This design comes from an exercise in tuning for small area and a short achievable clock period on the open sky130 flow, not from production work. The RTL was checked by simulation tests, not by an equivalence proof against the original design. Power figures rest on the tool's default switching activity, not on a simulated workload.

Setup of run A:
==> flow/design.v (excerpt) <==
module apb_acc_top (
  input  wire logic         i_clk,
  input  wire logic         i_reset,
  input  wire logic [11:0]  i_paddr,
  input  wire logic [31:0]  i_pwdata,
  input  wire logic         i_pwrite,
  input  wire logic         i_psel,
  input  wire logic         i_penable,
  output logic      [31:0]  o_prdata,
  output logic              o_pready,
  output logic              o_pslverr
);
==> flow/config.mk <==
export PLATFORM = sky130hd
export DESIGN_NAME = apb_acc_top
export DESIGN_NICKNAME = apb_acc_top
export VERILOG_FILES = /design/flow/design.v
export SDC_FILE = /design/flow/constraint.sdc
export NUM_CORES = 4
export LEC_CHECK = 0
export CAP_MARGIN = 20
export CORE_MARGIN = 2
export CORE_UTILIZATION = 40
export CTS_BUF_LIST = sky130_fd_sc_hd__clkbuf_4 sky130_fd_sc_hd__clkbuf_8
export SETUP_SLACK_MARGIN = 4.2
export SLEW_MARGIN = 20
export SYNTH_HIERARCHICAL = 1
export TNS_END_PERCENT = 20
export BUFFER_PORTS_ARGS = -buffer_cell sky130_fd_sc_hd__buf_4
==> flow/constraint.sdc <==
create_clock -name core_clock -period 7.0 [get_ports {i_clk}]
set_input_delay 1.4000 -clock core_clock [delete_from_list [all_inputs] [get_ports {i_clk}]]
set_output_delay 1.4000 -clock core_clock [all_outputs]
set_load 0.01 [all_outputs]
standard.sh (not shown) runs the stock make flow with config.mk's settings and CLKGATE_MAP_FILE= SYNTH_SCRIPT=/design/flow/synth_recipe.tcl, a recipe that flattens the netlist after the stock synthesis.
==> flow/flow/run.sh <==
#!/bin/bash
set -e
set -o pipefail
echo 'export BUFFER_PORTS_ARGS = -buffer_cell sky130_fd_sc_hd__buf_4' >> config.mk
bash standard.sh > standard.log 2>&1
Run A completed every stage of the flow, and the final layout passed the timing, DRC and antenna checks.
The following lists how run B was set up differently from run A:
Settings: a deleted BUFFER_PORTS_ARGS that had been -buffer_cell sky130_fd_sc_hd__buf_4; a change of CORE_UTILIZATION from 40 to 50.
==> flow/run.sh (new file) <==
#!/bin/bash
# synth_recipe.tcl (not shown) runs the flow's synth.tcl, then flattens the netlist and writes it again
# the make line also repeats each setting of config.mk as NAME=value (left out here)
make -C /OpenROAD-flow-scripts/flow DESIGN_CONFIG=/design/flow/config.mk WORK_HOME=/design/flow/orfs CLKGATE_MAP_FILE= SYNTH_SCRIPT=/design/flow/synth_recipe.tcl finish
removed: flow/flow/run.sh
removed: flow/standard.sh
==> comparison <==
- Setup WNS run A -> run B: better
- Comparing proportion of final cell area spent on non-clock buffers for run B and run A, the smaller number came from run A.
- Run B vs. run A: post-route cell area has increased; sequential share of layout area has decreased.
- Relative to run A, maximum number of pins on one net before global-route repair has gone up in run B.
- Total power (lower): run A
- Compare run B and run A | total length of routed wires higher: run B
Setup changes, run B to run C
Settings: setting PLACE_DENSITY to 0.7 for the first time; changing CORE_UTILIZATION from 50 to 40.
[summary]
Taking run C over run B, the HPWL after detailed placement ratio works out to 0.904.
In run C the global-route usage turned out 9.4 points lower than in run B.
Layout cell share with drive strength beyond 1: run B and run C compared, lower one is run C
[compare] base=run B new=run C: power shrank by 510 µW; actual slew at the worst max-slew pin shrank by 160 ps; via count of the first global-routing pass shrank by 1,341; worst setup margin shrank by 11 ps.
Max combinational power across run B and run C: run B
NOTE: initial core utilization in run C falls short of that of run B

========
Another version of the RTL of apb_acc_top (not shown whole).
For scale: roughly 3900 cells after synthesis, about 83 I/O pins, ~0.049 mm² of cells after synthesis.
==> flow/config.mk <==
export PLATFORM = sky130hd
export DESIGN_NAME = apb_acc_top
export DESIGN_NICKNAME = apb_acc_top
export VERILOG_FILES = /design/flow/design.v
export SDC_FILE = /design/flow/constraint.sdc
export NUM_CORES = 4
export LEC_CHECK = 0
export CAP_MARGIN = 20
export CORE_MARGIN = 2
export CORE_UTILIZATION = 40
export CTS_BUF_LIST = sky130_fd_sc_hd__clkbuf_4 sky130_fd_sc_hd__clkbuf_8
export SETUP_SLACK_MARGIN = 4.2
export SLEW_MARGIN = 20
export SYNTH_HIERARCHICAL = 1
export TNS_END_PERCENT = 20
==> flow/constraint.sdc <==
create_clock -name core_clock -period 7.0 [get_ports {i_clk}]
set_input_delay 1.4000 -clock core_clock [delete_from_list [all_inputs] [get_ports {i_clk}]]
set_output_delay 1.4000 -clock core_clock [all_outputs]
set_load 0.01 [all_outputs]
run.sh (not shown) runs the stock make flow with config.mk's settings and CLKGATE_MAP_FILE= SYNTH_SCRIPT=/design/flow/synth_recipe.tcl, a recipe that flattens the netlist after the stock synthesis.
Stock flow here: none of the scripts above is used.
Next try:
Settings changed: CTS_BUF_LIST sky130_fd_sc_hd__clkbuf_4 sky130_fd_sc_hd__clkbuf_8 to unset, TNS_END_PERCENT 20 to unset.
Effect: Area after synthesis does not change. Fmax came out lower by 0.72%. Design area rose by 2.1%. Wire length rose by 1.6%. Combinational power came out lower by about 4%.

[separate check: timing with driven ports]
No port has a modelled driver above. Below, the same layouts with a new extraction and two added sets of constraints. Step 1 assumes that a clkbuf_16 drives the clock port and a buf_2 every other input. Step 2 adds t to the input delays and takes it off the output delays; t is the mean of the earliest and latest rising clock arrival at the registers after step 1. Input paths then give back, and output paths get back, about the clock's delay inside the block. Three values: ideal, step 1, step 2; two values: the first two.
run	t, ns	setup WS [ns]	hold WS [ns]	clock arrival spread, ns	cell pins on the clock port's net
run A	0.885	3.997 / 3.997 / 3.305	0.326 / 0.326 / 0.326	0.058 / 0.058	1
run B	0.910	4.060 / 4.026 / 3.203	0.328 / 0.328 / 0.328	0.057 / 0.057	1
run C	0.917	4.049 / 4.049 / 3.261	0.326 / 0.326 / 0.326	0.050 / 0.050	1
the first run of note 2	0.951	3.592 / 3.592 / 3.000	0.328 / 0.328 / 0.328	0.048 / 0.049	1
the second run of note 2	0.748	3.567 / 3.567 / 3.454	0.325 / 0.325 / 0.325	0.062 / 0.061	1
After both steps every run listed still meets setup and hold. The setup slack of run B, which loses most, moves by -0.034 ns with the drivers and by -0.857 ns with both steps.
